Source: an optimization exercise on an open RTL-to-GDS flow (aim: small area and a short achievable clock period). Production flows keep margins and buffers that such runs may drop.
At most, simulation tests tie the RTL to the original design; equivalence was not proved.
Function not checked in run 3: the RTL went through the layout flow alone.
No driver is modelled on the clock port, so clocking that relies on it looks cheaper here than on a real chip.
Power is estimated from default activity; no workload was simulated.

`flow/run.sh`:
```
#!/bin/bash
# Own layout flow: the standard ORFS flow (standard.sh, unchanged synthesis), with these
# changes to how the layout is made:
#  - the port buffers are plain sky130_fd_sc_hd__buf_2 cells (the default pick is a delay
#    cell that footprint-matched repair cannot swap out later);
#  - after repair_design, fanout_tree.tcl replaces the buffering of the storage enable net
#    (about 2800 DE pins) with a two-level grid tree;
#  - the clock tree uses sink clusters of 30 within 60 um and no dummy loads;
#  - after CTS, split_root.tcl gives the clock port four root buffers instead of one (each
#    drives the level-1 buffers on its side), so the balanced tree has a shorter delay.
# make's full output goes to flow_make.log here; each ORFS step keeps its own log under
# orfs/logs/ (the hooks print to 3_4_place_resized.log and 4_1_cts.log).
set -euo pipefail
cd "$(dirname "$0")/.."
bash standard.sh \
  'BUFFER_PORTS_ARGS=-buffer_cell sky130_fd_sc_hd__buf_2' \
  "POST_RESIZE_TCL=$PWD/flow/fanout_tree.tcl" \
  'CTS_ARGS=-sink_clustering_enable -repair_clock_nets -sink_clustering_size 30 -sink_clustering_max_diameter 60 -dont_use_dummy_load' \
  "POST_CTS_TCL=$PWD/flow/split_root.tcl" \
  finish > flow_make.log 2>&1
```
`flow/fanout_tree.tcl`:
```
# Rebuild the buffer tree of a high-fanout net as a two-level grid tree (own flow, see run.sh).
proc ft_is_buffer { inst } {
  set m [[$inst getMaster] getName]
  return [regexp {^sky130_fd_sc_hd__(buf|clkbuf|bufbuf)_[0-9]+$} $m]
}
proc ft_center { inst } {
  set bb [$inst getBBox]
  return [list [expr {([$bb xMin]+[$bb xMax])/2}] [expr {([$bb yMin]+[$bb yMax])/2}]]
}
proc build_fanout_tree { root_net ncol nrow leaf_cell mid_cell root_cell prefix sink_pin } {
  set block [ord::get_db_block]
  # collect sinks through existing buffers
  set sinks {}; set bufs {}; set nets {}
  set todo [list $root_net]
  while {[llength $todo]} {
    set net [lindex $todo 0]; set todo [lrange $todo 1 end]
    foreach it [$net getITerms] {
      if {![$it isInputSignal]} continue
      set inst [$it getInst]
      if {[ft_is_buffer $inst]} {
        lappend bufs $inst
        set onet [[$inst findITerm X] getNet]
        if {$onet != "NULL"} { lappend todo $onet; lappend nets $onet }
      } else {
        lappend sinks $it
      }
    }
  }
  puts "fanout tree [$root_net getName]: [llength $sinks] sinks, removing [llength $bufs] buffers"
  foreach b $bufs { foreach it [$b getITerms] { $it disconnect } ; odb::dbInst_destroy $b }
  foreach n $nets { odb::dbNet_destroy $n }
  # only pins named sink_pin go into the tree; other loads hang on the driver's net
  set tree_sinks {}
  foreach it $sinks {
    if {$sink_pin eq "" || [[$it getMTerm] getName] eq $sink_pin} { lappend tree_sinks $it } else { $it disconnect; $it connect $root_net }
  }
  puts "fanout tree: [llength $tree_sinks] $sink_pin pins in the tree, [expr {[llength $sinks]-[llength $tree_sinks]}] other loads on the driver"
  set sinks $tree_sinks
  # optional root buffer next to the driver
  set top_net $root_net
  if {$root_cell ne ""} {
    set drv_it [$root_net getFirstOutput]
    set rootb [odb::dbInst_create $block [[ord::get_db] findMaster $root_cell] "${prefix}_root"]
    set top_net [odb::dbNet_create $block "${prefix}_rootnet"]
    [$rootb findITerm A] connect $root_net
    [$rootb findITerm X] connect $top_net
    set c [ft_center [$drv_it getInst]]
    $rootb setLocation [lindex $c 0] [lindex $c 1]
    $rootb setPlacementStatus PLACED
  }
  # sort sinks into columns by x, then rows by y
  set pts {}
  foreach it $sinks { set c [ft_center [$it getInst]]; lappend pts [list $it [lindex $c 0] [lindex $c 1]] }
  set pts [lsort -integer -index 1 $pts]
  set n [llength $pts]
  set leafm [[ord::get_db] findMaster $leaf_cell]
  if {$mid_cell ne ""} { set midm [[ord::get_db] findMaster $mid_cell] }
  set li 0
  for {set c 0} {$c < $ncol} {incr c} {
    set col [lsort -integer -index 2 [lrange $pts [expr {$c*$n/$ncol}] [expr {($c+1)*$n/$ncol - 1}]]]
    set cn [llength $col]
    if {$cn == 0} continue
    if {$mid_cell ne ""} {
      set mid [odb::dbInst_create $block $midm "${prefix}_mid$c"]
      set mnet [odb::dbNet_create $block "${prefix}_midnet$c"]
      [$mid findITerm A] connect $top_net
      [$mid findITerm X] connect $mnet
    } else {
      set mnet $top_net
    }
    set msx 0; set msy 0; set mc 0
    for {set r 0} {$r < $nrow} {incr r} {
      set grp [lrange $col [expr {$r*$cn/$nrow}] [expr {($r+1)*$cn/$nrow - 1}]]
      if {[llength $grp] == 0} continue
      set sx 0; set sy 0
      foreach p $grp { set sx [expr {$sx + [lindex $p 1]}]; set sy [expr {$sy + [lindex $p 2]}] }
      set cx [expr {$sx / [llength $grp]}]; set cy [expr {$sy / [llength $grp]}]
      set leaf [odb::dbInst_create $block $leafm "${prefix}_leaf$li"]
      set lnet [odb::dbNet_create $block "${prefix}_leafnet$li"]
      incr li
      [$leaf findITerm A] connect $mnet
      [$leaf findITerm X] connect $lnet
      foreach p $grp { set it [lindex $p 0]; $it disconnect; $it connect $lnet }
      $leaf setLocation $cx $cy
      $leaf setPlacementStatus PLACED
      set msx [expr {$msx + $cx}]; set msy [expr {$msy + $cy}]; incr mc
    }
    if {$mid_cell ne ""} {
      $mid setLocation [expr {$msx / $mc}] [expr {$msy / $mc}]
      $mid setPlacementStatus PLACED
    }
  }
  puts "fanout tree [$root_net getName]: $li leaf buffers ($leaf_cell), $ncol mid buffers ($mid_cell), root buffer '$root_cell'"
}

# The net feeding pin sink_pin of the first instance of cell sink_cell, traced back through
# buffers to the first driver that is not a buffer.
proc ft_source_net { sink_cell sink_pin } {
  set block [ord::get_db_block]
  set inst "NULL"
  foreach i [$block getInsts] {
    if {[[$i getMaster] getName] eq $sink_cell} { set inst $i; break }
  }
  set net [[$inst findITerm $sink_pin] getNet]
  while {1} {
    set drv [$net getFirstOutput]
    if {$drv == "NULL"} { return $net }
    set dinst [$drv getInst]
    if {![ft_is_buffer $dinst]} { return $net }
    set net [[$dinst findITerm A] getNet]
  }
}

# Post-resize hook: the storage enable (one net reaching the DE pin of every storage
# flip-flop, about 2800 pins) gets a buffer tree of its own: a root buffer by its driver,
# 8 column buffers, each driving 16 leaf buffers of about 22 DE pins. Detailed placement
# legalizes the new buffers next.
build_fanout_tree [ft_source_net sky130_fd_sc_hd__edfxtp_1 DE] 8 16 sky130_fd_sc_hd__buf_4 sky130_fd_sc_hd__buf_16 sky130_fd_sc_hd__buf_16 detree DE

# The read select: each one-hot select flip-flop drives one input of the read mux in
# every bit (44 loads); give each of them 4 leaf buffers of about 11 loads.
foreach inst [[ord::get_db_block] getInsts] {
  if {[regexp {^rd_sel} [$inst getName]] && [[$inst getMaster] getName] ne "" && [$inst findITerm Q] ne "NULL"} {
    set net [[$inst findITerm Q] getNet]
    if {$net ne "NULL" && [llength [$net getITerms]] > 12} {
      set tag [regsub -all {[^A-Za-z0-9_]} [$inst getName] {_}]
      build_fanout_tree $net 2 2 sky130_fd_sc_hd__buf_4 "" "" seltree_$tag ""
    }
  }
}
```
`flow/split_root.tcl`:
```
# Clock root split for the own flow (see run.sh).
# Split the clock root buffer: the clock port drives NROOT buffers of the root's cell,
# each driving the level-1 buffers nearest to it.
proc split_clock_root { nroot } {
  set block [ord::get_db_block]
  set root [$block findInst clkbuf_0_clk]
  set master [$root getMaster]
  set in_net [[$root findITerm A] getNet]
  set out_net [[$root findITerm X] getNet]
  set loads {}
  foreach it [$out_net getITerms] {
    if {[$it isInputSignal]} { lappend loads $it }
  }
  set rx [lindex [$root getLocation] 0]; set ry [lindex [$root getLocation] 1]
  # group loads by angle around the root
  set groups {}
  for {set g 0} {$g < $nroot} {incr g} { lappend groups {} }
  set pi 3.14159265
  foreach it $loads {
    set inst [$it getInst]
    set bb [$inst getBBox]
    set x [expr {([$bb xMin]+[$bb xMax])/2.0 - $rx}]; set y [expr {([$bb yMin]+[$bb yMax])/2.0 - $ry}]
    set a [expr {atan2($y,$x) + $pi}]
    set g [expr {int($a / (2*$pi) * $nroot) % $nroot}]
    lset groups $g [concat [lindex $groups $g] [list $it]]
  }
  set first 1
  for {set g 0} {$g < $nroot} {incr g} {
    set grp [lindex $groups $g]
    if {[llength $grp] == 0} continue
    # centroid of the group's loads, pulled halfway toward the root
    set sx 0; set sy 0
    foreach it $grp { set bb [[$it getInst] getBBox]; set sx [expr {$sx + ([$bb xMin]+[$bb xMax])/2.0}]; set sy [expr {$sy + ([$bb yMin]+[$bb yMax])/2.0}] }
    set cx [expr {int(($sx/[llength $grp] + $rx)/2)}]; set cy [expr {int(($sy/[llength $grp] + $ry)/2)}]
    if {$first} {
      set buf $root; set net $out_net; set first 0
      foreach it $loads { if {[lsearch -exact $grp $it] < 0} { $it disconnect } }
      $root setLocation $cx $cy
    } else {
      set buf [odb::dbInst_create $block $master "clkbuf_0_clk_split$g"]
      $buf setLocation $cx $cy
      $buf setPlacementStatus PLACED
      set net [odb::dbNet_create $block "clknet_0_clk_split$g"]
      $net setSigType CLOCK
      [$buf findITerm A] connect $in_net
      [$buf findITerm X] connect $net
      foreach it $grp { $it connect $net }
    }
    puts "root group $g: [llength $grp] loads at $cx $cy"
  }
}

# Post-CTS hook: the clock port drives four root buffers instead of one, each driving the
# level-1 clock buffers on its side of the die, which shortens the whole clock tree's
# insertion delay; then legalize the new buffers.
split_clock_root 4
detailed_placement
check_placement -verbose
```
`standard.sh`:
```
#!/bin/bash
# synth_recipe.tcl (not shown) runs the flow's synth.tcl, then flattens the netlist and writes it again
# the make line also repeats each setting of config.mk as NAME=value (left out here)
make -C /OpenROAD-flow-scripts/flow DESIGN_CONFIG=/design/flow/config.mk WORK_HOME=/design/flow/orfs CLKGATE_MAP_FILE= SYNTH_SCRIPT=/design/flow/synth_recipe.tcl "${@:-finish}"
```
`config.mk`:
```
export PLATFORM = sky130hd
export DESIGN_NAME = cpu_trace_buffer
export DESIGN_NICKNAME = cpu_trace_buffer
export VERILOG_FILES = /design/flow/design.v
export SDC_FILE = /design/flow/constraint.sdc
export NUM_CORES = 4
export LEC_CHECK = 0
export CAP_MARGIN = 20
export CORE_MARGIN = 2
export CORE_UTILIZATION = 65
export SETUP_SLACK_MARGIN = 2.15
export SLEW_MARGIN = 20
```
`constraint.sdc`:
```
create_clock -name core_clock -period 4.0 [get_ports {clk}]
set_input_delay 0.8000 -clock core_clock [delete_from_list [all_inputs] [get_ports {clk}]]
set_output_delay 0.8000 -clock core_clock [all_outputs]
set_load 0.01 [all_outputs]
```
`design.v`:
```
module cpu_trace_buffer #(
    parameter int unsigned DEPTH     = 64,
    parameter int unsigned POST_TRIG = 32,
    parameter int unsigned AW        = $clog2(DEPTH)
) (
    input  logic          clk,
    input  logic          rst,
    input  logic          arm,
    input  logic          force_trig,
    input  logic          trig_en,
    input  logic [15:0]   trig_pc,
    input  logic          trace_valid,
    input  logic [15:0]   trace_pc,
    input  logic [7:0]    trace_ir,
    input  logic [15:0]   trace_sp,
    input  logic [3:0]    trace_flags,
    input  logic          rd_en,
    output logic          rd_valid,
    output logic [43:0]   rd_data,
    output logic [1:0]    state,
    output logic [AW:0]   entries,
    output logic          done
);
    localparam int unsigned ENTRY_W = $bits(rd_data);
    localparam int unsigned RD_LO   = (POST_TRIG >= 1) ? POST_TRIG - 1 : 0;
    localparam int unsigned PW      = (POST_TRIG > 1) ? $clog2(POST_TRIG) : 1;
    localparam logic [1:0] StIdle  = 2'd0;
    localparam logic [1:0] StArmed = 2'd1;
    localparam logic [1:0] StPost  = 2'd2;
    localparam logic [1:0] StDone  = 2'd3;
    logic [1:0]         state_q, state_d;
    logic               armed_q, armed_d;
    logic               post_st_q, post_st_d;
    logic               done_q, done_d, fin_n_q;
    logic [AW:0]        entries_q, entries_d, entn_q, cnt;
    logic               nonempty_q, nonempty_d;
    logic               rdok_q;                 
    logic               cap_q, cap_d;           
    logic               capnf_q;                
    logic               capfull_q;              
    logic               at_lo_q, at_lo_d;       
    logic [PW-1:0]      post_q, post_d;
    logic [DEPTH-1:RD_LO] rd_sel, rd_sel_d;    
    logic               arm_q;                  
    logic               rd_valid_q;
    logic [ENTRY_W-1:0] rd_q, rd_next;
    logic [DEPTH*ENTRY_W-1:0] buf_q;
    logic               wr_fire, rd_fire, shift, trig_hit, full, grow, post_last, to_done;
    logic [ENTRY_W-1:0] wr_entry;
    assign wr_entry = {trace_pc, trace_ir, trace_sp, trace_flags};
    assign wr_fire   = !arm && cap_q && trace_valid;
    assign cnt       = ~entn_q;
    assign rd_fire   = !arm && rdok_q && rd_en;
    assign shift     = (cap_q && trace_valid) || (rdok_q && rd_en);
    assign trig_hit  = (trig_en && trace_valid && (trace_pc == trig_pc)) || force_trig;
    assign full      = cnt[AW];
    assign grow      = !arm && capnf_q && trace_valid;
    assign post_last = (post_q == PW'(POST_TRIG - 1));
    always_comb begin
        if (POST_TRIG == 0) begin
            to_done = armed_q && trig_hit;
        end else begin
            to_done = post_st_q && trace_valid && post_last;
        end
    end
    always_comb begin
        if (arm) begin
            armed_d   = 1'b1;
            post_st_d = 1'b0;
            done_d    = 1'b0;
        end else begin
            armed_d   = armed_q && !trig_hit;
            post_st_d = (POST_TRIG != 0) && ((armed_q && trig_hit) || (post_st_q && !to_done));
            done_d    = !fin_n_q || to_done;
        end
        state_d = {post_st_d || done_d, armed_d || done_d};
        cap_d   = armed_d || post_st_d;
    end
    logic [AW:0] entries_inc, entries_dec;
    assign entries_inc = cnt + (AW+1)'(1);
    assign entries_dec = cnt - (AW+1)'(1);
    logic cap_in, rd_in;
    logic [AW:0] ent_n;
    logic        nonempty_n, at_lo_n, full_d;
    assign cap_in = capnf_q && trace_valid;
    assign rd_in  = rdok_q && rd_en;
    always_comb begin
        if (cap_in) begin
            ent_n      = entries_inc;
            nonempty_n = 1'b1;
            at_lo_n    = (cnt == (AW+1)'(RD_LO - 1));
        end else if (rd_in) begin
            ent_n      = entries_dec;
            nonempty_n = (cnt != (AW+1)'(1));
            at_lo_n    = (cnt == (AW+1)'(RD_LO + 1));
        end else begin
            ent_n      = cnt;
            nonempty_n = nonempty_q;
            at_lo_n    = (cnt == (AW+1)'(RD_LO));
        end
        full_d     = !arm && !rd_in && (full || (cap_in && cnt == (AW+1)'(DEPTH - 1)));
        entries_d  = arm ? '0 : ent_n;
        nonempty_d = !arm && nonempty_n;
        at_lo_d    = !arm && at_lo_n;
    end
    always_comb begin
        post_d = post_q;
        if (arm_q) begin
            post_d = '0;
        end else if (post_st_q && trace_valid) begin
            post_d = post_q + PW'(1);
        end
    end
    always_comb begin
        rd_sel_d = rd_sel;
        if (arm_q) begin
            rd_sel_d = '0;
        end else if (capnf_q && trace_valid) begin
            for (int k = RD_LO; k < DEPTH; k++) begin
                if (k == RD_LO) begin
                    rd_sel_d[k] = at_lo_q;
                end else begin
                    rd_sel_d[k] = rd_sel[k-1];
                end
            end
        end
    end
    always_ff @(posedge clk or negedge rst) begin
        if (!rst) begin
            state_q    <= StIdle;
            armed_q    <= 1'b0;
            post_st_q  <= 1'b0;
            done_q     <= 1'b0;
            fin_n_q    <= 1'b1;
            entries_q  <= '0;
            entn_q     <= '1;
            nonempty_q <= 1'b0;
            rdok_q     <= 1'b0;
            cap_q      <= 1'b0;
            capnf_q    <= 1'b0;
            capfull_q  <= 1'b0;
            at_lo_q    <= 1'b0;
            rd_valid_q <= 1'b0;
        end else begin
            state_q    <= state_d;
            armed_q    <= armed_d;
            post_st_q  <= post_st_d;
            done_q     <= done_d;
            fin_n_q    <= !done_d;
            entries_q  <= entries_d;
            entn_q     <= ~entries_d;
            nonempty_q <= nonempty_d;
            rdok_q     <= done_d && nonempty_d;
            cap_q      <= cap_d;
            capnf_q    <= cap_d && !full_d;
            capfull_q  <= cap_d && full_d;
            at_lo_q    <= at_lo_d;
            rd_valid_q <= rd_fire;
        end
    end
    always_ff @(posedge clk) begin
        post_q  <= post_d;
        rd_sel    <= rd_sel_d;
        arm_q     <= arm;
        rd_q    <= rd_next;
    end
    always_ff @(posedge clk) begin
        if (shift) begin
            buf_q <= {buf_q[(DEPTH-1)*ENTRY_W-1:0], wr_entry};
        end
    end
    always_comb begin
        rd_next = '0;
        for (int k = RD_LO; k < DEPTH; k++) begin
            rd_next = rd_next | (buf_q[k*ENTRY_W +: ENTRY_W] & {ENTRY_W{rd_sel[k]}});
        end
    end
    assign state    = state_q;
    assign done     = done_q;
    assign entries  = entries_q;
    assign rd_valid = rd_valid_q;
    assign rd_data  = rd_q;
endmodule
```
==> implementation parameters, run 1 <==
Parameter                              Value

STA
  RSZ-0062 raised after global routing    yes
  Slew at the pin closest to its max-slew limit    580 ps
  Final setup violation count    0
  Period utilization    48.5%
  Worst hold slack after final layout    376 ps
  Worst-case headroom to the max-slew limit    61.3%
  Post-layout minimum cycle time    1940 ps
  Setup_tns    0 ps
  Hold Violations, Final    0
  Count of pins over their slew limit    0
  Clock Skew    57.8 ps
  Maximum achievable frequency    516 MHz

Worst setup path
  Logic depth of the worst path, buffers included    1
  Logic depth of the worst register-to-register path    5
  Kind of cell adding the most delay to the critical path    flip-flops
  CP required    3200 ps
  Crit Path Category    reg2out
  Worst Path Buf+Inv    1
  Nature of the critical path startpoint    flip-flop
  Critical path endpoint    rd_data[30]
  Peak fanout along the critical path    1
  Cell Chain, Critical Path    buf_6
  R2R Path Start    rdok_q
  Endpoint class of the critical path    output pin
  Critical-path cell with the highest stage delay    sky130_fd_sc_hd__dfxtp_4
  Capture point of the worst reg-to-reg path    buf_q[2407]
  Worst setup startpoint    rd_q[30]
  R2R Setup Slk    2120 ps
  Arrival @ worst endpoint    1140 ps
  Delay of the slowest cell on the worst path    440 ps

Power and ir drop
  Part of the power in combinational logic    2.1%
  Clock Power Share    29.2%
  Sw power    10000 uW
  Power density over the cells    499 nW/um^2
  Peak VDD IR    0.000391 V
  Static Leak    0.0329 uW
  Internal power of the cells    42400 uW
  Sw Ratio    19.1%
  Flop pwr share    68.7%

Clock tree
  CTS clk-pin slew, worst paths    100 ps
  Clock insertion delay at the later pin of the skew report    580 ps
  CTS tree    yes
  Sink Count    2925

GRT
  Global routing usage on met3    7.86%
  Antenna violations before repair    12
  First-pass GRT wire length    285 mm
  Number of global-route vias before repair    42100
  Met1 Usage GRT    38.2%
  Routing layer with the top usage in global route    met2
  Total global-route track usage    26.2%
  Pin count of the biggest net entering global routing    41
  Overflow left after global routing    0
  Met2 demand-to-capacity share in global routing    39.1%

Yosys
  Post-synth EDFFs    2816
  Most frequent cells after synthesis    sky130_fd_sc_hd__edfxtp_1, sky130_fd_sc_hd__a22oi_1, sky130_fd_sc_hd__nand4_1
  Post-Synth Adder-Cell Area    0.0654%
  Fraction of synthesis flops using an asynchronous set or reset pin    0.889%
  Fraction of the mapped netlist area in simple logic gates    2.18%
  Synthesized net count    4371
  Proportion of synthesized chip area in sequential cells    90.8%
  Count of distinct cell types in the synthesized netlist    46
  Post-Syn Area per Cell    22.3 sq um
  Cell with the most instances after synthesis    sky130_fd_sc_hd__edfxtp_1
  Synth Instances    4299
  Flop and latch count out of synthesis    2925
  XOR/XNOR share of the synthesized area    0.201%
  Share of the synthesized area in compound gates (AO/OA/AOI/OAI)    5.99%
  Main combinational cell family by area after synthesis    compound AO/OA/AOI/OAI gates
  Total of warnings raised by yosys    1
  Proportion of netlist area held by the largest area contributor    88.4%
  Cell accounting for the most synthesized area    sky130_fd_sc_hd__edfxtp_1
  Synth Flop Type    sky130_fd_sc_hd__edfxtp_1
  Cell area after synthesis    95700 sq um
  Multiplexer fraction of the synthesized cell area    0.0209%
  Top cells by area, synth    sky130_fd_sc_hd__edfxtp_1, sky130_fd_sc_hd__a22oi_1, sky130_fd_sc_hd__dfxtp_1

Floorplanning
  Die Footprint    150000 sq um
  Chip width    388 microns
  DIE HEIGHT    388 microns
  I/O pin count    122
  Initial Util    65.6%
  Number of standard-cell rows in the floorplan    140
  Area of the core    146000 sq um

Place
  Number of port buffers    121
  Routability congestion estimate    0.800
  Final HPWL DP    118 mm
  Inst Count DP    6428

Route
  Initial DRC count    5513
  ANT nets after route    0
  Residual DRC count    0
  Vias per Instance    6.67
  Detailed-route via count    44100
  Number of detailed-route iterations in the first pass    6
  Drt total wl    199 mm
  Average wire per cell in the routed design    30.1 microns

Cells and area
  Growth of design area from synthesis to finish    9.67%
  NumNets Final    4740
  Fraction of final layout cells with drive strength greater than 1    13.4%
  Layout filler cell count    8539
  Finished Layout Cells    6617

Hold path
  Worst min-delay path category    reg2reg
  Startpoint of the tightest hold check path    buf_q[570]

Outcome
  Run status  timing/DRC/antenna clean

Run
  Number of maximum-capacitance violations    0
cell families (layout without fill, tap and decap cells):
logic type / Yosys count / in the layout
compound gates: 762 / 762
xor+xnor: 22 / 22
fa+ha+maj: 5 / 5
buf+inv: 185 / 552
flops: 2925 / 2925
mux: 2 / 2
other cells: 0 / 34
simple gates: 398 / 398
stage by stage:
stage	cell area, sq um	util [%]	setup WS (ps)	total power [uW]
6_report	105000	71.9	2060	52400
5_1_grt	105000	71.9	2040	53900
3_5_place_dp	100000	68.8	1630	37700
3_3_place_gp	99300	68.1	1200	37600
2_1_floorplan	95700	-	-8530	38000
final cells by class, without the clock buffers:
type,count,area (sq um),share of cell area (%)
Antenna cell,34,85.1,0.0811
Tap cell,1917,2400,2.29
Inverter,5,18.8,0.0179
Sequential cell,2925,87100,83.0
Multi-Input combinational cell,1189,8160,7.78
Buffer,272,2650,2.53
Timing Repair Buffer,128,880,0.838
state kept, by name (all words and copies together), names as in the netlist, 2 cells and up:
signal,cells
rd_sel,33
post_q,5
state_q,2
entries_q,7
buf_q,2816
rd_q,44
entn_q,7
power by group through the flow:
stage / sequential (uW) / clock [uW] / combinational, uW
6_report: 36000 / 15300 / 1090
5_1_grt: 36200 / 16600 / 1200
3_5_place_dp: 36700 / 0 / 1050
3_3_place_gp: 36700 / 0 / 964
2_1_floorplan: 37400 / 0 / 576
layout by cell type, fill, tap and decap left out, types with 51 or more instances in the layout:
| master | count |
|---|---|
| sky130_fd_sc_hd__nand3_1 | 51 |
| sky130_fd_sc_hd__clkbuf_16 | 150 |
| sky130_fd_sc_hd__buf_6 | 115 |
| sky130_fd_sc_hd__buf_4 | 176 |
| sky130_fd_sc_hd__buf_2 | 86 |
| sky130_fd_sc_hd__nand2_1 | 126 |
| sky130_fd_sc_hd__a22oi_1 | 661 |
| sky130_fd_sc_hd__nand4_1 | 137 |
| sky130_fd_sc_hd__edfxtp_1 | 2816 |
how the worst min path moves through the flow:
stage,depth (start not counted),to
5_1_grt,1,buf_q[13]
6_report,0,buf_q[614]
3_5_place_dp,0,buf_q[1005]
3_3_place_gp,0,buf_q[896]
2_1_floorplan,0,buf_q[1000]
routing by layer:
metal  up-vias  wire length (microns)
li1      18500                      -
met1     22400                  78600
met2      2678                  89500
met3       544                  23300
met4        14                   7780
met5         -                    281
==> run 2: changes to the inputs <==
--- a/flow/run.sh
+++ b/flow/run.sh
@@ -5,7 +5,8 @@
 #    cell that footprint-matched repair cannot swap out later);
 #  - after repair_design, fanout_tree.tcl replaces the buffering of the storage enable net
 #    (about 2800 DE pins) with a two-level grid tree;
-#  - the clock tree uses sink clusters of 30 within 60 um and no dummy loads;
+#  - the clock tree uses sink clusters of 18 within 45 um driven by clkbuf_8 leaf buffers,
+#    and no dummy loads;
 #  - after CTS, split_root.tcl gives the clock port four root buffers instead of one (each
 #    drives the level-1 buffers on its side), so the balanced tree has a shorter delay.
 # make's full output goes to flow_make.log here; each ORFS step keeps its own log under
@@ -15,6 +16,6 @@
 bash standard.sh \
   'BUFFER_PORTS_ARGS=-buffer_cell sky130_fd_sc_hd__buf_2' \
   "POST_RESIZE_TCL=$PWD/flow/fanout_tree.tcl" \
-  'CTS_ARGS=-sink_clustering_enable -repair_clock_nets -sink_clustering_size 30 -sink_clustering_max_diameter 60 -dont_use_dummy_load' \
+  'CTS_ARGS=-sink_clustering_enable -repair_clock_nets -sink_clustering_size 18 -sink_clustering_max_diameter 45 -sink_clustering_buffer sky130_fd_sc_hd__clkbuf_8 -dont_use_dummy_load' \
   "POST_CTS_TCL=$PWD/flow/split_root.tcl" \
   finish > flow_make.log 2>&1
==> implementation parameters, run 2 <==
Parameter                              Value

Outcome
  Run status  timing/DRC/antenna clean (unchanged)

Yosys
  Cell accounting for the most synthesized area    sky130_fd_sc_hd__edfxtp_1 (unchanged)
  Top cells by area, synth    sky130_fd_sc_hd__edfxtp_1, sky130_fd_sc_hd__a22oi_1, sky130_fd_sc_hd__dfxtp_1 (unchanged)
  Most frequent cells after synthesis    sky130_fd_sc_hd__edfxtp_1, sky130_fd_sc_hd__a22oi_1, sky130_fd_sc_hd__nand4_1 (unchanged)
  Post-synth EDFFs    2816 (unchanged)
  Synth Instances    4299 (unchanged)
  Proportion of netlist area held by the largest area contributor    88.4% (unchanged)
  Post-Syn Area per Cell    22.3 sq um (unchanged)
  Count of distinct cell types in the synthesized netlist    46 (unchanged)
  Cell with the most instances after synthesis    sky130_fd_sc_hd__edfxtp_1 (unchanged)
  Flop and latch count out of synthesis    2925 (unchanged)
  Cell area after synthesis    95700 sq um (unchanged)
  Fraction of synthesis flops using an asynchronous set or reset pin    0.889% (unchanged)
  Synthesized net count    4371 (unchanged)
  Synth Flop Type    sky130_fd_sc_hd__edfxtp_1 (unchanged)
  Proportion of synthesized chip area in sequential cells    90.8% (unchanged)
  Total of warnings raised by yosys    1 (unchanged)

STA
  Hold Violations, Final    0 (unchanged)
  Slew at the pin closest to its max-slew limit    594 ps (was 580 ps)
  Worst-case headroom to the max-slew limit    60.4% (was 61.3%)
  Clock Skew    65.2 ps (was 57.8 ps)
  Period utilization    48.0% (was 48.5%)
  RSZ-0062 raised after global routing    yes (unchanged)
  Worst hold slack after final layout    383 ps (was 376 ps)
  Final setup violation count    0 (unchanged)
  Maximum achievable frequency    521 MHz (was 516 MHz)
  Setup_tns    0 ps (unchanged)
  Count of pins over their slew limit    0 (unchanged)
  Post-layout minimum cycle time    1920 ps (was 1940 ps)

Route
  ANT nets after route    0 (unchanged)
  Vias per Instance    6.65 (was 6.67)
  Detailed-route via count    44400 (was 44100)
  Residual DRC count    0 (unchanged)
  Number of detailed-route iterations in the first pass    6 (unchanged)
  Average wire per cell in the routed design    30.1 microns (about the same)
  Drt total wl    201 mm (was 199 mm)
  Initial DRC count    5223 (was 5513)

Worst setup path
  Peak fanout along the critical path    1 (unchanged)
  Arrival @ worst endpoint    1120 ps (was 1140 ps)
  Logic depth of the worst register-to-register path    5 (unchanged)
  Worst Path Buf+Inv    1 (unchanged)
  Critical-path cell with the highest stage delay    sky130_fd_sc_hd__dfxtp_4 (unchanged)
  Delay of the slowest cell on the worst path    430 ps (was 440 ps)
  R2R Setup Slk    2190 ps (was 2120 ps)
  Cell Chain, Critical Path    buf_6 (unchanged)
  CP required    3200 ps (about the same)
  R2R Path Start    rd_sel[31] (was rdok_q)
  Nature of the critical path startpoint    flip-flop (unchanged)
  Kind of cell adding the most delay to the critical path    flip-flops (unchanged)
  Crit Path Category    reg2out (unchanged)
  Capture point of the worst reg-to-reg path    rd_q[38] (was buf_q[2407])
  Endpoint class of the critical path    output pin (unchanged)

Clock tree
  CTS tree    yes (unchanged)
  Sink Count    2925 (unchanged)
  CTS clk-pin slew, worst paths    90 ps (was 100 ps)
  Clock insertion delay at the later pin of the skew report    580 ps (about the same)

Cells and area
  Growth of design area from synthesis to finish    8.84% (was 9.67%)
  Register with the highest flop count    buf_q (unchanged)
  Max reg flops    2816 (unchanged)
  Finished Layout Cells    6673 (was 6617)
  Most common library cell in the layout ignoring fill and taps    sky130_fd_sc_hd__edfxtp_1 (unchanged)
  Post-route standard cell area excluding fillers    104000 sq um (was 105000 sq um)
  Total area of multi-input combinational cells    8140 sq um (was 8160 sq um)
  Top flop regs    buf_q (2816), rd_q (44), rd_sel (33) (unchanged)
  NumNets Final    4811 (was 4740)
  Sequential cell area    87100 sq um (unchanged)
  Layout filler cell count    8625 (was 8539)
  Fraction of final layout cells with drive strength greater than 1    14.7% (was 13.4%)
  Most frequent cells in the layout    sky130_fd_sc_hd__edfxtp_1, sky130_fd_sc_hd__a22oi_1, sky130_fd_sc_hd__buf_4 (unchanged)

Hold path
  Startpoint of the tightest hold check path    buf_q[1052] (was buf_q[570])
  Worst min-delay path endpoint    buf_q[1096] (was buf_q[614])
  Worst min-delay path category    reg2reg (unchanged)
  Number of cells on the worst hold path    0 (unchanged)

Floorplanning
  Die Footprint    150000 sq um (unchanged)
  Number of standard-cell rows in the floorplan    140 (unchanged)
  I/O pin count    122 (unchanged)
  Chip width    388 microns (unchanged)
  DIE HEIGHT    388 microns (unchanged)
  Initial Util    65.6% (unchanged)
  Area of the core    146000 sq um (unchanged)

Place
  Post-place instance area    100000 sq um (unchanged)
  Number of port buffers    121 (unchanged)
  Final HPWL DP    118 mm (unchanged)
  Routability congestion estimate    0.800 (unchanged)
  Inst Count DP    6428 (unchanged)

Power and ir drop
  Static Leak    0.0327 uW (was 0.0329 uW)
  Peak VDD IR    0.000351 V (was 0.000391 V)
  Power density over the cells    491 nW/um^2 (was 499 nW/um^2)
  Total chip power    51100 uW (was 52400 uW)

GRT
  Overflow left after global routing    0 (unchanged)
  Total global-route track usage    26.4% (was 26.2%)
  Number of global-route vias before repair    42800 (was 42100)
  Antenna violations before repair    16 (was 12)
  First-pass GRT wire length    287 mm (was 285 mm)
  Pin count of the biggest net entering global routing    41 (unchanged)

Run
  Number of maximum-capacitance violations    0 (unchanged)
==> run 2: kinds of logic after synthesis <==
| group | count (synthesis) | synth area share, % |
|---|---|---|
| flip-flops | 2925 | 90.8 |
| AO/OA/AOI/OAI | 762 | 5.99 |
| AND/OR/NAND/NOR | 398 | 2.18 |
| buffers and inverters | 185 | 0.740 |
| XOR/XNOR | 22 | 0.201 |
| adder cells (fa/ha/maj) | 5 | 0.0654 |
| multiplexers | 2 | 0.0209 |
==> run 2: stage by stage <==
stage,utilization (%),setup WS [ps]
2_1_floorplan,-,-8530
3_3_place_gp,68.1,1200
3_5_place_dp,68.8,1630
5_1_grt,71.4,2050
6_report,71.4,2080
==> run 2: power breakdown <==
group / total, uW / switching [uW] / leakage [uW] / internal (uW)
Combinational: 1060 / 835 / 0.00442 / 221
Clock: 14000 / 8560 / 0.00171 / 5470
Sequential: 36000 / 599 / 0.0266 / 35400
Total: 51100 / 10000 / 0.0327 / 41100
==> run 2: worst max path at each step <==
stage,from,end,slack (ps),cells past startpoint
global placement,rd_en,buf_q[243],1200,5
floorplan,trace_valid,buf_q[0],-8530,3
finish,rd_q[30],rd_data[30],2080,1
global route,entries_q[1],entries[1],2050,1
detailed placement,rd_en,buf_q[2402],1630,6
==> run 2: metal layers <==
| layer | up-vias | global-route usage, % | share of wire, % |
|---|---|---|---|
| met5 | - | 0 | 0.10 |
| met4 | 26 | 9.15 | 4.3 |
| met3 | 650 | 8.38 | 13 |
| met2 | 2800 | 38.9 | 44 |
| met1 | 22400 | 38.1 | 38 |
| li1 | 18500 | - | - |
==> run 2: area by class of cell, without the clock buffers <==
type | count | area share, %
flip-flops and latches | 2925 | 83.6
well taps | 1917 | 2.30
plain buffers | 272 | 2.30
repair buffers | 126 | 0.830
diodes | 19 | 0.0457
inverters | 5 | 0.0180
multi-input cells | 1189 | 7.81
==> run 3: changes to the inputs <==
--- a/design.v
+++ b/design.v
@@ -81,7 +81,7 @@
     assign entries_dec = cnt - (AW+1)'(1);
     logic cap_in, rd_in;
     logic [AW:0] ent_n;
-    logic        nonempty_n, at_lo_n, full_d;
+    logic        nonempty_n, at_lo_n;
     assign cap_in = capnf_q && trace_valid;
     assign rd_in  = rdok_q && rd_en;
     always_comb begin
@@ -98,7 +98,6 @@
             nonempty_n = nonempty_q;
             at_lo_n    = (cnt == (AW+1)'(RD_LO));
         end
-        full_d     = !arm && !rd_in && (full || (cap_in && cnt == (AW+1)'(DEPTH - 1)));
         entries_d  = arm ? '0 : ent_n;
         nonempty_d = !arm && nonempty_n;
         at_lo_d    = !arm && at_lo_n;
@@ -152,8 +151,8 @@
             nonempty_q <= nonempty_d;
             rdok_q     <= done_d && nonempty_d;
             cap_q      <= cap_d;
-            capnf_q    <= cap_d && !full_d;
-            capfull_q  <= cap_d && full_d;
+            capnf_q    <= cap_d && !entries_d[AW];
+            capfull_q  <= cap_d && entries_d[AW];
             at_lo_q    <= at_lo_d;
             rd_valid_q <= rd_fire;
         end
==> flow/run.sh (replaced) <==
#!/bin/bash
# Own layout flow: the standard ORFS flow (standard.sh, unchanged synthesis), with these
# changes to how the layout is made:
#  - the port buffers are plain sky130_fd_sc_hd__buf_2 cells (the default pick is a delay
#    cell that footprint-matched repair cannot swap out later);
#  - after repair_design, fanout_tree.tcl replaces the buffering of the storage enable net
#    (about 2800 DE pins) with a two-level grid tree;
#  - the clock tree uses sink clusters of 30 within 60 um and no dummy loads;
#  - after CTS, split_root.tcl gives the clock port four root buffers instead of one (each
#    drives the level-1 buffers on its side), so the balanced tree has a shorter delay.
# make's full output goes to flow_make.log here; each ORFS step keeps its own log under
# orfs/logs/ (the hooks print to 3_4_place_resized.log and 4_1_cts.log).
set -euo pipefail
cd "$(dirname "$0")/.."
bash standard.sh \
  'BUFFER_PORTS_ARGS=-buffer_cell sky130_fd_sc_hd__buf_2' \
  "POST_RESIZE_TCL=$PWD/flow/fanout_tree.tcl" \
  'CTS_ARGS=-sink_clustering_enable -repair_clock_nets -sink_clustering_size 30 -sink_clustering_max_diameter 60 -dont_use_dummy_load' \
  "POST_CTS_TCL=$PWD/flow/split_root.tcl" \
  finish > flow_make.log 2>&1
--- a/flow/fanout_tree.tcl
+++ b/flow/fanout_tree.tcl
@@ -112,10 +112,10 @@
 }
 
 # Post-resize hook: the storage enable (one net reaching the DE pin of every storage
-# flip-flop, about 2800 pins) gets a buffer tree of its own: a root buffer by its driver,
+# flip-flop, about 2800 pins) gets a buffer tree of its own: its driver feeds
 # 8 column buffers, each driving 16 leaf buffers of about 22 DE pins. Detailed placement
 # legalizes the new buffers next.
-build_fanout_tree [ft_source_net sky130_fd_sc_hd__edfxtp_1 DE] 8 16 sky130_fd_sc_hd__buf_4 sky130_fd_sc_hd__buf_16 sky130_fd_sc_hd__buf_16 detree DE
+build_fanout_tree [ft_source_net sky130_fd_sc_hd__edfxtp_1 DE] 8 16 sky130_fd_sc_hd__buf_8 sky130_fd_sc_hd__buf_16 "" detree DE
 
 # The read select: each one-hot select flip-flop drives one input of the read mux in
 # every bit (44 loads); give each of them 4 leaf buffers of about 11 loads.
--- a/config.mk
+++ b/config.mk
@@ -8,5 +8,5 @@
 export CAP_MARGIN = 20
 export CORE_MARGIN = 2
 export CORE_UTILIZATION = 65
-export SETUP_SLACK_MARGIN = 2.15
+export SETUP_SLACK_MARGIN = 1.9
 export SLEW_MARGIN = 20
==> implementation parameters, run 3 <==
Parameter                              Value

Route
  DR WL met3    23.3 mm (was 25.5 mm)
  ANT nets after route    0 (unchanged)
  Highest signal layer in the routed design    met5 (unchanged)
  Average wire per cell in the routed design    30.3 microns (was 30.1 microns)
  Residual DRC count    0 (unchanged)
  Number of detailed-route iterations in the first pass    6 (unchanged)
  Met2 WL    91.5 mm (was 89.1 mm)
  Initial DRC count    6343 (was 5223)
  Detailed-route via count    44300 (was 44400)
  Wl on met1    77.0 mm (was 77.2 mm)
  Vias per Instance    6.70 (was 6.65)
  Drt total wl    200 mm (was 201 mm)

GRT
  First-pass GRT wire length    287 mm (about the same)
  Overflow left after global routing    0 (unchanged)
  Antenna violations before repair    14 (was 16)
  Pin count of the biggest net entering global routing    42 (was 41)
  Total global-route track usage    26.5% (was 26.4%)
  Number of global-route vias before repair    42000 (was 42800)

Cells and area
  NumNets Final    4738 (was 4811)
  Most common library cell in the layout ignoring fill and taps    sky130_fd_sc_hd__edfxtp_1 (unchanged)
  Growth of design area from synthesis to finish    10.2% (was 8.84%)
  Top flop regs    buf_q (2816), rd_q (44), rd_sel (33) (unchanged)
  Fraction of final layout cells with drive strength greater than 1    13.2% (was 14.7%)
  Max reg flops    2816 (unchanged)
  Most frequent cells in the layout    sky130_fd_sc_hd__edfxtp_1, sky130_fd_sc_hd__a22oi_1, sky130_fd_sc_hd__clkbuf_16 (was sky130_fd_sc_hd__edfxtp_1, sky130_fd_sc_hd__a22oi_1, sky130_fd_sc_hd__buf_4)
  Register with the highest flop count    buf_q (unchanged)

STA
  Hold Violations, Final    0 (unchanged)
  RSZ-0062 raised after global routing    yes (unchanged)
  Slew at the pin closest to its max-slew limit    577 ps (was 594 ps)
  Post-layout minimum cycle time    2040 ps (was 1920 ps)
  Clock Skew    68.0 ps (was 65.2 ps)
  Worst-case headroom to the max-slew limit    61.5% (was 60.4%)
  Period utilization    51.0% (was 48.0%)
  Maximum achievable frequency    490 MHz (was 521 MHz)
  Final setup violation count    0 (unchanged)
  Count of pins over their slew limit    0 (unchanged)
  Minimum setup slack in the final design    1960 ps (was 2080 ps)
  Setup_tns    0 ps (unchanged)

Yosys
  Cell accounting for the most synthesized area    sky130_fd_sc_hd__edfxtp_1 (unchanged)
  Synth Instances    4299 (unchanged)
  Proportion of netlist area held by the largest area contributor    88.4% (about the same)
  Flop and latch count out of synthesis    2925 (unchanged)
  Cell area after synthesis    95700 sq um (about the same)
  Total of warnings raised by yosys    1 (unchanged)
  Count of distinct cell types in the synthesized netlist    44 (was 46)
  Top cells by area, synth    sky130_fd_sc_hd__edfxtp_1, sky130_fd_sc_hd__a22oi_1, sky130_fd_sc_hd__dfxtp_1 (unchanged)
  Fraction of synthesis flops using an asynchronous set or reset pin    0.889% (unchanged)
  Cell with the most instances after synthesis    sky130_fd_sc_hd__edfxtp_1 (unchanged)
  Synthesized net count    4371 (unchanged)
  Post-synth EDFFs    2816 (unchanged)
  Synth Flop Type    sky130_fd_sc_hd__edfxtp_1 (unchanged)
  Proportion of synthesized chip area in sequential cells    90.8% (about the same)
  Most frequent cells after synthesis    sky130_fd_sc_hd__edfxtp_1, sky130_fd_sc_hd__a22oi_1, sky130_fd_sc_hd__nand4_1 (unchanged)
  Post-Syn Area per Cell    22.3 sq um (about the same)

Floorplanning
  Initial Util    65.6% (about the same)
  Chip width    388 microns (about the same)
  Number of standard-cell rows in the floorplan    140 (unchanged)
  I/O pin count    122 (unchanged)
  Die Footprint    150000 sq um (about the same)
  DIE HEIGHT    388 microns (about the same)
  Area of the core    146000 sq um (unchanged)

Power and ir drop
  Peak VDD IR    0.000438 V (was 0.000351 V)
  Power density over the cells    499 nW/um^2 (was 491 nW/um^2)
  Static Leak    0.0331 uW (was 0.0327 uW)

Outcome
  Run status  timing/DRC/antenna clean (unchanged)

Worst setup path
  Kind of cell adding the most delay to the critical path    flip-flops (unchanged)
  Peak fanout along the critical path    6 (was 1)
  Arrival @ worst endpoint    2480 ps (was 1120 ps)
  Critical-path cell with the highest stage delay    sky130_fd_sc_hd__dfstp_2 (was sky130_fd_sc_hd__dfxtp_4)
  Cell Chain, Critical Path    ha_1, inv_1, or4_4, a2111o_1, o211a_1 (was buf_6)
  Nature of the critical path startpoint    flip-flop (unchanged)
  Worst Path Buf+Inv    1 (unchanged)
  Crit Path Category    reg2reg (was reg2out)
  Endpoint class of the critical path    flip-flop (was output pin)
  CP required    4440 ps (was 3200 ps)
  Delay of the slowest cell on the worst path    600 ps (was 430 ps)

Clock tree
  CTS clk-pin slew, worst paths    100 ps (was 90 ps)
  CTS tree    yes (unchanged)
  Clock insertion delay at the later pin of the skew report    600 ps (was 580 ps)
  Sink Count    2925 (unchanged)

Run
  Number of maximum-capacitance violations    0 (unchanged)

Place
  Number of port buffers    121 (unchanged)
  Placement Setup Slack    1310 ps (was 1630 ps)
  Routability congestion estimate    0.806 (was 0.800)
  Final HPWL DP    119 mm (was 118 mm)

Hold path
  Worst min-delay path category    reg2reg (unchanged)
[run 3: metrics by stage]
stage	power [uW]	cell area, sq um	hold slack (ps)	instances	utilization, %
floorplan	38000	95700	400	4299	-
global placement	37600	99600	400	6289	68.2
detailed placement	37900	101000	405	6428	69.4
global route	54100	105000	371	6589	72.2
finish	52600	105000	380	6618	72.2
[run 3: worst register-to-register path: stages (launching register included)]
cell                       delay [ps]
sky130_fd_sc_hd__dfstp_2          600
sky130_fd_sc_hd__ha_1             160
sky130_fd_sc_hd__inv_1             60
sky130_fd_sc_hd__or4_4            550
sky130_fd_sc_hd__a2111o_1         410
sky130_fd_sc_hd__o211a_1          140
[run 3: power breakdown]
part / switching [uW] / internal, uW
sequential: 594 / 35400
clock: 8620 / 6810
combinational: 845 / 316
total: 10100 / 42500
[run 3: cell type report, without the clock buffers]
type | count | area [sq um]
Timing Repair Buffer | 124 | 781
Antenna cell | 37 | 92.6
Inverter | 7 | 26.3
Sequential cell | 2925 | 87100
Buffer | 271 | 3210
Fill cell | 8480 | 40500
Multi-Input combinational cell | 1188 | 8130
Tap cell | 1917 | 2400
[run 3: metal layers]
metal / vias up / global-route usage [%]
met5: - / 0.319
met4: 12 / 9.23
met3: 589 / 7.26
met2: 2666 / 39.9
met1: 22500 / 38.2
li1: 18500 / -
[run 3: logic make-up (layout without fill, tap and decap cells)]
family	count (synthesis)	in the layout	share of synthesized area, %
muxes	2	2	0.0209
DFF	2925	2925	90.8
buffers and inverters	186	551	0.730
xor gates and xnor gates	20	20	0.183
other	0	37	0
AOI/OAI and AO/OA	766	766	6.02
adders and majority gates	5	5	0.0654
and+or+nand+nor	395	395	2.17
[run 3: final timing paths]
path | startpoint | endpoint | slack, ps | cells after the start
worst max-delay path | entn_q[1] | capnf_q | 1960 | 5
worst min-delay path | buf_q[1211] | buf_q[1255] | 380 | 0
worst max register to register | entn_q[1] | capnf_q | 1960 | 5
worst min register to register | buf_q[1211] | buf_q[1255] | 380 | 0
max in group asynchronous | rst | fin_n_q | 2810 | 2
min in group asynchronous | rst | entries_q[4] | 780 | 2

## port drivers added, routing unchanged
In the flow no input, the clock included, has a driving cell. The finished layouts below were timed again as built, in two steps.
Step 1 (the two cells are an assumption about what drives the block):
set clk [get_ports {clk}]
set_driving_cell -lib_cell sky130_fd_sc_hd__clkbuf_16 $clk
set_driving_cell -lib_cell sky130_fd_sc_hd__buf_2 [delete_from_list [all_inputs] $clk]
Step 2 adds t to the input delays and takes it off the output delays; t is the mean of the earliest and latest rising clock arrival at the registers after step 1. Input paths then give back, and output paths get back, about the clock's delay inside the block.
a / b / c = no drivers / after step 1 / after step 2; a / b = the first two.
run | t, ns | setup WS [ns] | latest minus earliest clock arrival (ns) | cell pins on the clock port's net
run 1 | 0.700 | 2.060 / 1.913 / 1.601 | 0.066 / 0.066 | 4
run 2 | 0.695 | 2.080 / 1.934 / 1.606 | 0.069 / 0.069 | 4
run 3 | 0.708 | 1.959 / 1.919 / 1.425 | 0.079 / 0.079 | 4
After both steps every run listed still meets setup and hold. The setup slack of run 3, which loses most, moves by -0.040 ns with the drivers and by -0.534 ns with both steps.
